What follows belongs to an exercise in optimizing a design on an open flow for small area, a short achievable clock period and few clock cycles per item; a production flow would make more cautious choices. Function was checked by simulation only, so behaviour that the tests miss may differ from the original.

==> flow/design.v (excerpt) <==
module cam_top #(
  parameter int CAM_SIZE = 64,   
  parameter int GROUPS   = 4     
) (
  input  logic                               aclk,
  input  logic                               areset,
  input  logic [2:0]                         opcode,
  input  logic                               s_tvalid,
  input  logic [cam_cfg_pkg::BEAT_WIDTH-1:0] s_tdata,
  output logic                               update_all_end,
  output logic                               m_tvalid,
  output logic [cam_cfg_pkg::KEY_WIDTH-1:0]  m_tdata
);
  localparam int NUM_BLOCKS   = CAM_SIZE / KEYS_PER_BEAT;
  localparam int RESULT_WIDTH = $clog2(CAM_SIZE) + 1;
  logic                    load_fire;
  logic                    search_fire;
  logic                    write_last;
  logic [NUM_BLOCKS-1:0]   block_we;
  logic [NUM_BLOCKS-1:0]   block_valid;
  logic [CAM_SIZE-1:0]     match;
  logic [RESULT_WIDTH-1:0] result;         
  logic                    result_valid;
  cam_loader #(
    .CAM_SIZE    (CAM_SIZE)
  ) u_loader (
    .aclk        (aclk),
    .areset      (areset),
  ...
Size in the first run: about 5300 cells after synthesis, about 2100 flip-flops, about 550 I/O pins, roughly 87000 um2 of cells after synthesis.
==> module cam_cell, before the edit <==
module cam_cell (
  input  logic                              aclk,
  input  logic                              write_en,
  input  logic                              valid,
  input  logic [cam_cfg_pkg::KEY_WIDTH-1:0] write_key,
  input  logic [cam_cfg_pkg::KEY_WIDTH-1:0] search_key,
  output logic                              match
);
  logic [KEY_WIDTH-1:0] entry;   
  always_ff @(posedge aclk) begin
    if (write_en) begin
      entry <= write_key;
    end
  end
  assign match = valid && (entry == search_key);
endmodule
==> module cam_top, before the edit <==
module cam_top #(
  parameter int CAM_SIZE = 64,   
  parameter int GROUPS   = 4     
) (
  input  logic                               aclk,
  input  logic                               areset,
  input  logic [2:0]                         opcode,
  input  logic                               s_tvalid,
  input  logic [cam_cfg_pkg::BEAT_WIDTH-1:0] s_tdata,
  output logic                               update_all_end,
  output logic                               m_tvalid,
  output logic [cam_cfg_pkg::KEY_WIDTH-1:0]  m_tdata
);
  localparam int NUM_BLOCKS   = CAM_SIZE / KEYS_PER_BEAT;
  localparam int RESULT_WIDTH = $clog2(CAM_SIZE) + 1;
  logic                    load_fire;
  logic                    search_fire;
  logic                    write_last;
  logic [NUM_BLOCKS-1:0]   block_we;
  logic [NUM_BLOCKS-1:0]   block_valid;
  logic [CAM_SIZE-1:0]     match;
  logic [RESULT_WIDTH-1:0] result;         
  logic                    result_valid;
  cam_loader #(
    .CAM_SIZE    (CAM_SIZE)
  ) u_loader (
    .aclk        (aclk),
    .areset      (areset),
    .opcode      (cam_op_pkg::cam_opcode_e'(opcode)),
    .s_tvalid    (s_tvalid),
    .load_fire   (load_fire),
    .search_fire (search_fire),
    .write_last  (write_last),
    .block_we    (block_we),
    .block_valid (block_valid)
  );
  for (genvar i = 0; i < CAM_SIZE; i++) begin : gen_cell
    cam_cell u_cell (
      .aclk       (aclk),
      .write_en   (block_we[i / KEYS_PER_BEAT]),
      .valid      (block_valid[i / KEYS_PER_BEAT]),
      .write_key  (s_tdata[(i % KEYS_PER_BEAT)*KEY_WIDTH +: KEY_WIDTH]),
      .search_key (s_tdata[KEY_WIDTH-1:0]),
      .match      (match[i])
    );
  end
  localparam int GSIZE  = CAM_SIZE / GROUPS;
  localparam int GWIDTH = $clog2(GSIZE);
  localparam int SWIDTH = (GROUPS > 1) ? $clog2(GROUPS) : 1;
  logic [GWIDTH:0]       grp_enc [GROUPS];
  logic [GROUPS-1:0]     grp_any;
  logic [GROUPS-1:0]     grp_first;               
  logic                  any_hit;
  logic [SWIDTH-1:0]     sel_next;
  logic [GWIDTH-1:0]     part [GROUPS];           
  logic [SWIDTH-1:0]     sel;                     
  logic                  no_hit;                  
  logic [GWIDTH-1:0]     low_idx;
  for (genvar g = 0; g < GROUPS; g++) begin : gen_grp
    cam_match_encoder #(
      .CAM_SIZE (GSIZE)
    ) u_encoder (
      .match    (match[g*GSIZE +: GSIZE]),
      .result   (grp_enc[g])
    );
    assign grp_any[g] = ~grp_enc[g][GWIDTH];
  end
  always_comb begin
    sel_next = '0;
    for (int g = 0; g < GROUPS; g++) begin
      grp_first[g] = grp_any[g];
      for (int h = 0; h < g; h++) begin
        grp_first[g] = grp_first[g] & ~grp_any[h];
      end
      if (grp_first[g]) begin
        sel_next = sel_next | SWIDTH'(g);
      end
    end
    any_hit = |grp_any;
  end
  always_ff @(posedge aclk) begin
    if (areset) begin
      result_valid <= 1'b0;
      sel          <= '0;
      no_hit       <= 1'b0;
      for (int g = 0; g < GROUPS; g++) begin
        part[g] <= '0;
      end
    end else begin
      result_valid <= search_fire;
      sel          <= !search_fire ? '0 : (any_hit ? sel_next : '1);
      no_hit       <= search_fire && !any_hit;
      for (int g = 0; g < GROUPS; g++) begin
        if (search_fire && grp_first[g]) begin
          part[g] <= grp_enc[g][GWIDTH-1:0];
        end else if (search_fire && !any_hit && g == 0) begin
          part[g] <= '1;
        end else begin
          part[g] <= '0;
        end
      end
    end
  end
  always_comb begin
    low_idx = '0;
    for (int g = 0; g < GROUPS; g++) begin
      low_idx = low_idx | part[g];
    end
  end
  if (GROUPS > 1) begin : gen_result
    assign result = {no_hit, sel, low_idx};
  end else begin : gen_result_one
    assign result = {no_hit, low_idx};
  end
  cam_out #(
    .RESULT_WIDTH   (RESULT_WIDTH)
  ) u_out (
    .s_tvalid       (s_tvalid),
    .opcode         (opcode),
    .write_last     (write_last),
    .result_valid   (result_valid),
    .result         (result),
    .update_all_end (update_all_end),
    .m_tvalid       (m_tvalid),
    .m_tdata        (m_tdata)
  );
endmodule
export LEC_CHECK = 0
export CAP_MARGIN = 20
export CORE_MARGIN = 2
export CORE_UTILIZATION = 62
export PLACE_DENSITY = 0.68
export SETUP_SLACK_MARGIN = 1.6
export SLEW_MARGIN = 20
export SYNTH_HIERARCHICAL = 1
export TNS_END_PERCENT = 100
create_clock -name core_clock -period 4.0 [get_ports {aclk}]
standard.sh (not shown) runs the stock make flow with config.mk's settings and CLKGATE_MAP_FILE= SYNTH_SCRIPT=/design/flow/synth_recipe.tcl, a recipe that flattens the netlist after the stock synthesis.
==> flow/flow/run.sh <==
#!/bin/bash
# Layout flow: the standard ORFS flow (standard.sh), with these changes:
#  - slow 3/4-input OR and 4-input NOR cells are not used (synthesis maps the
#    encoder and compare trees to faster NAND/NOR/AOI forms instead);
#  - ports are buffered with buf_1 instead of the delay buffer buffer_ports picks;
#  - clock tree sinks are clustered 25 to a leaf buffer within 100 um, with no
#    dummy loads (a smaller, shallower tree).
# Registers, the power grid, tap cells, SDC and clock period are the standard ones.
set -uo pipefail
DU="sky130_fd_sc_hd__probe_p_8 sky130_fd_sc_hd__probec_p_8 sky130_fd_sc_hd__lpflow_bleeder_1 sky130_fd_sc_hd__lpflow_clkbufkapwr_1 sky130_fd_sc_hd__lpflow_clkbufkapwr_16 sky130_fd_sc_hd__lpflow_clkbufkapwr_2 sky130_fd_sc_hd__lpflow_clkbufkapwr_4 sky130_fd_sc_hd__lpflow_clkbufkapwr_8 sky130_fd_sc_hd__lpflow_clkinvkapwr_1 sky130_fd_sc_hd__lpflow_clkinvkapwr_16 sky130_fd_sc_hd__lpflow_clkinvkapwr_2 sky130_fd_sc_hd__lpflow_clkinvkapwr_4 sky130_fd_sc_hd__lpflow_clkinvkapwr_8 sky130_fd_sc_hd__lpflow_decapkapwr_12 sky130_fd_sc_hd__lpflow_decapkapwr_3 sky130_fd_sc_hd__lpflow_decapkapwr_4 sky130_fd_sc_hd__lpflow_decapkapwr_6 sky130_fd_sc_hd__lpflow_decapkapwr_8 sky130_fd_sc_hd__lpflow_inputiso0n_1 sky130_fd_sc_hd__lpflow_inputiso0p_1 sky130_fd_sc_hd__lpflow_inputiso1n_1 sky130_fd_sc_hd__lpflow_inputiso1p_1 sky130_fd_sc_hd__lpflow_inputisolatch_1 sky130_fd_sc_hd__lpflow_isobufsrc_1 sky130_fd_sc_hd__lpflow_isobufsrc_16 sky130_fd_sc_hd__lpflow_isobufsrc_2 sky130_fd_sc_hd__lpflow_isobufsrc_4 sky130_fd_sc_hd__lpflow_isobufsrc_8 sky130_fd_sc_hd__lpflow_isobufsrckapwr_16 sky130_fd_sc_hd__lpflow_lsbuf_lh_hl_isowell_tap_1 sky130_fd_sc_hd__lpflow_lsbuf_lh_hl_isowell_tap_2 sky130_fd_sc_hd__lpflow_lsbuf_lh_hl_isowell_tap_4 sky130_fd_sc_hd__lpflow_lsbuf_lh_isowell_4 sky130_fd_sc_hd__lpflow_lsbuf_lh_isowell_tap_1 sky130_fd_sc_hd__lpflow_lsbuf_lh_isowell_tap_2 sky130_fd_sc_hd__lpflow_lsbuf_lh_isowell_tap_4  sky130_fd_sc_hd__or4_1 sky130_fd_sc_hd__or4_2 sky130_fd_sc_hd__or4_4 sky130_fd_sc_hd__or4b_1 sky130_fd_sc_hd__or4b_2 sky130_fd_sc_hd__or4b_4 sky130_fd_sc_hd__or4bb_1 sky130_fd_sc_hd__or4bb_2 sky130_fd_sc_hd__or4bb_4 sky130_fd_sc_hd__or3_1 sky130_fd_sc_hd__or3_2 sky130_fd_sc_hd__or3_4 sky130_fd_sc_hd__or3b_1 sky130_fd_sc_hd__or3b_2 sky130_fd_sc_hd__or3b_4 sky130_fd_sc_hd__nor4_1 sky130_fd_sc_hd__nor4_2 sky130_fd_sc_hd__nor4_4 sky130_fd_sc_hd__nor4b_1 sky130_fd_sc_hd__nor4b_2 sky130_fd_sc_hd__nor4b_4 sky130_fd_sc_hd__nor4bb_1 sky130_fd_sc_hd__nor4bb_2 sky130_fd_sc_hd__nor4bb_4"
bash standard.sh \
  "DONT_USE_CELLS=$DU" \
  "BUFFER_PORTS_ARGS=-buffer_cell sky130_fd_sc_hd__buf_1" \
  "CTS_ARGS=-sink_clustering_enable -sink_clustering_size 25 -sink_clustering_max_diameter 100 -repair_clock_nets -dont_use_dummy_load" \
  finish > standard.log 2>&1
Testbench counts at the start, summed over its fixed seeds: cycles 2,880, searches 2,048.
Change:
--- a/flow/design.v
+++ b/flow/design.v
@@ -58,22 +58,21 @@
 `timescale 1ns/1ps
 import cam_cfg_pkg::*;
 module cam_cell (
   input  logic                              aclk,
   input  logic                              write_en,
-  input  logic                              valid,
   input  logic [cam_cfg_pkg::KEY_WIDTH-1:0] write_key,
   input  logic [cam_cfg_pkg::KEY_WIDTH-1:0] search_key,
-  output logic                              match
+  output logic                              equal
 );
   logic [KEY_WIDTH-1:0] entry;   
   always_ff @(posedge aclk) begin
     if (write_en) begin
       entry <= write_key;
     end
   end
-  assign match = valid && (entry == search_key);
+  assign equal = (entry == search_key);
 endmodule
 `timescale 1ns/1ps
 import cam_cfg_pkg::*;
 module cam_match_encoder #(
   parameter int CAM_SIZE = 64    
@@ -171,10 +170,11 @@
   logic                    load_fire;
   logic                    search_fire;
   logic                    write_last;
   logic [NUM_BLOCKS-1:0]   block_we;
   logic [NUM_BLOCKS-1:0]   block_valid;
+  logic [CAM_SIZE-1:0]     equal;
   logic [CAM_SIZE-1:0]     match;
   logic [RESULT_WIDTH-1:0] result;         
   logic                    result_valid;
   cam_loader #(
     .CAM_SIZE    (CAM_SIZE)
@@ -191,15 +191,15 @@
   );
   for (genvar i = 0; i < CAM_SIZE; i++) begin : gen_cell
     cam_cell u_cell (
       .aclk       (aclk),
       .write_en   (block_we[i / KEYS_PER_BEAT]),
-      .valid      (block_valid[i / KEYS_PER_BEAT]),
       .write_key  (s_tdata[(i % KEYS_PER_BEAT)*KEY_WIDTH +: KEY_WIDTH]),
       .search_key (s_tdata[KEY_WIDTH-1:0]),
-      .match      (match[i])
+      .equal      (equal[i])
     );
+    assign match[i] = equal[i] && block_valid[i / KEYS_PER_BEAT];
   end
   localparam int GSIZE  = CAM_SIZE / GROUPS;
   localparam int GWIDTH = $clog2(GSIZE);
   localparam int SWIDTH = (GROUPS > 1) ? $clog2(GROUPS) : 1;
   logic [GWIDTH:0]       grp_enc [GROUPS];
Global-route usage climbs by 2.9 points.
Area after synthesis is about the same.
Wire length climbs by 9.6%.
Flip-flop and latch count does not change.
Hold slack improves by 6.8 ps.
Fmax climbs by 3.0%.
Testbench counts after the change, summed over its fixed seeds: cycles 2,880, searches 2,048.

afterwards: timing with drivers on the ports:
The flow's constraints put no driver on any port. The routed layouts listed below were extracted and timed again, unchanged, in two steps.
Step 1: set_driving_cell puts a clkbuf_16 on aclk and a buf_2 on each other input, an assumption about the parent block.
Step 2 adds t to the input delays and takes it off the output delays; t is the mean of the earliest and latest rising clock arrival at the registers after step 1. Input paths then give back, and output paths get back, about the clock's delay inside the block.
a / b / c = ideal ports / drivers / drivers and shift; a / b = the first two.
run | t, ns | setup WS [ns] | worst register clock-pin slew, ns
the first run | 0.797 | 1.413 / 1.449 / 0.651 | 0.10 / 0.10
the second run | 0.801 | 1.489 / 1.505 / 0.708 | 0.11 / 0.11
After both steps every run listed still meets setup and hold. The setup slack of the second run, which loses most, moves by +0.016 ns with the drivers and by -0.781 ns with both steps.
